Source: an optimization exercise on an open RTL-to-GDS flow (aim: small area, a short achievable clock period and few clock cycles per item). Production flows keep margins and buffers that such runs may drop.
Only simulation tests tie the RTL to the original design; equivalence was not proved.
Power figures rest on the tool's default switching activity, not on a simulated workload.

Setup of ember:
Design ethernet_ipv4_header_classifier, start of the top module:
module ethernet_ipv4_header_classifier (
  input  logic         clk,
  input  logic         rst_n,
  input  logic         in_tvalid,
  output logic         in_tready,
  input  logic [7:0]   in_tdata,
  input  logic         in_tlast,
  output logic         out_tvalid,
  input  logic         out_tready,
  output logic [127:0] out_tdata
);
export LEC_CHECK = 0
export ABC_AREA = 1
export CAP_MARGIN = 20
export CORE_MARGIN = 2
export CORE_UTILIZATION = 55
export SETUP_SLACK_MARGIN = 3.4
export SLEW_MARGIN = 20
export TNS_END_PERCENT = 20
create_clock -name core_clock -period 5.5 [get_ports {clk}]
standard.sh (not shown) runs the stock make flow with config.mk's settings and CLKGATE_MAP_FILE= SYNTH_SCRIPT=/design/flow/synth_recipe.tcl, a recipe that flattens the netlist after the stock synthesis.
==> flow/flow/run.sh <==
#!/bin/bash
# Standard synthesis, then the standard layout with plain buffers on the ports and
# without the delay cells as buffers.
set -uo pipefail
bash standard.sh synth > synth.log 2>&1 || exit 1
export BUFFER_PORTS_ARGS="-buffer_cell sky130_fd_sc_hd__buf_1"
export DONT_USE_CELLS="sky130_fd_sc_hd__clkdlybuf4s15_1 sky130_fd_sc_hd__clkdlybuf4s15_2 sky130_fd_sc_hd__clkdlybuf4s18_1 sky130_fd_sc_hd__clkdlybuf4s18_2 sky130_fd_sc_hd__clkdlybuf4s25_1 sky130_fd_sc_hd__clkdlybuf4s25_2 sky130_fd_sc_hd__clkdlybuf4s50_1 sky130_fd_sc_hd__clkdlybuf4s50_2 sky130_fd_sc_hd__dlygate4sd1_1 sky130_fd_sc_hd__dlygate4sd2_1 sky130_fd_sc_hd__dlygate4sd3_1 sky130_fd_sc_hd__dlymetal6s2s_1 sky130_fd_sc_hd__dlymetal6s4s_1 sky130_fd_sc_hd__dlymetal6s6s_1"
bash standard.sh > layout.log 2>&1
Testbench counts of ember, summed over its fixed seeds: cycles 308,813, bytes 308,670.
Input changes introduced in juniper (baseline for comparison: ember):
- changing CORE_UTILIZATION from 55 to 50
- setting CTS_BUF_LIST to sky130_fd_sc_hd__clkbuf_4 sky130_fd_sc_hd__clkbuf_8 for the first time
### Flow results
The register cell area after layout on juniper is in line with that on ember.
In the flow results for ember and juniper, the ratio of cells with drive above 1 in the final layout is smaller on ember.
Summary of juniper over ember: number of cells in the finished layout apart from fillers shows an increase of 30, maximum frequency shows an increase of 0.0022 GHz.
Run comparison: ember slowest cell on the critical path sky130_fd_sc_hd__dfxtp_1; juniper slowest cell on the critical path sky130_fd_sc_hd__edfxtp_1
The utilization number comes out lower for juniper vs ember.
Taking ember as 1.0, juniper lands at 0.898 on total power after layout.
Input changes introduced in quartz (baseline for comparison: juniper):
- CORE_UTILIZATION: 50 -> 55
- CTS_BUF_LIST: sky130_fd_sc_hd__clkbuf_4 sky130_fd_sc_hd__clkbuf_8 -> sky130_fd_sc_hd__clkbuf_8 sky130_fd_sc_hd__clkbuf_16
Notes after the runs:
Standard cell with the maximum stage delay on the critical path: sky130_fd_sc_hd__dfxtp_1 -> quartz, sky130_fd_sc_hd__edfxtp_1 -> juniper
Changes observed in quartz relative to juniper: cell area went up 1.4%, area enclosed by the die boundary went down 8.8%, routed length on met1 went down 500 um, clock period minus final worst setup slack went up 0.010 ns.
> inputs changed (quartz -> amber)
- CTS_BUF_LIST changed from sky130_fd_sc_hd__clkbuf_8 sky130_fd_sc_hd__clkbuf_16 to sky130_fd_sc_hd__clkbuf_4 sky130_fd_sc_hd__clkbuf_8
- CORE_UTILIZATION changed from 55 to 50
- PLACE_DENSITY newly set to 0.75
Notes after the runs:
Of amber and quartz, the run reporting the lower internal portion of total power was amber.
The first element of the critical path comes out itr_r$_SDFF_PN1_ in one run and dec_o$_DFFE_PP_ in the other, namely in quartz and amber respectively.
Compared with quartz, amber ends up with less cell area.
| critical path depth | quartz vs amber | ≈ equal |
amber ends up with higher number of core rows than quartz does.
amber against quartz: clock-buffer cell count went up; global-route total usage across every layer went down; area growth from synthesis to final layout went down.
Of amber and quartz, it is amber that has the higher wire length after detailed routing.
Compared with quartz, the detailed router inserted more vias in amber.
Looking at fraction of power consumed by sequential logic, amber sits 6.5 points above quartz.

==> separate check: timing with driven ports <==
Ports are ideal in the flow. The routed layouts listed here were re-timed in OpenROAD. Step 1: set_driving_cell puts a clkbuf_16 on clk and a buf_2 on each other input, an assumption about the parent block. Step 2 moves the port delays by t, midway between the first and last clock arrival at a register: inputs arrive t later, outputs are due t later. That takes back most of the time a late clock gives input paths. a / b / c = ideal ports / drivers / drivers and shift; a / b = the first two.
run	shift t [ns]	slack for setup (ns)	worst slew at a driven data input, ns
ember	0.464	3.373 / 3.332 / 2.937	0.03
juniper	0.480	3.383 / 3.347 / 2.944	0.04
quartz	0.464	3.373 / 3.332 / 2.936	0.03
amber	0.493	3.331 / 3.295 / 2.903	0.03
After both steps every run listed still meets setup and hold. For juniper, which loses most, drivers alone change the setup slack by -0.036 ns; drivers and shift together by -0.439 ns.
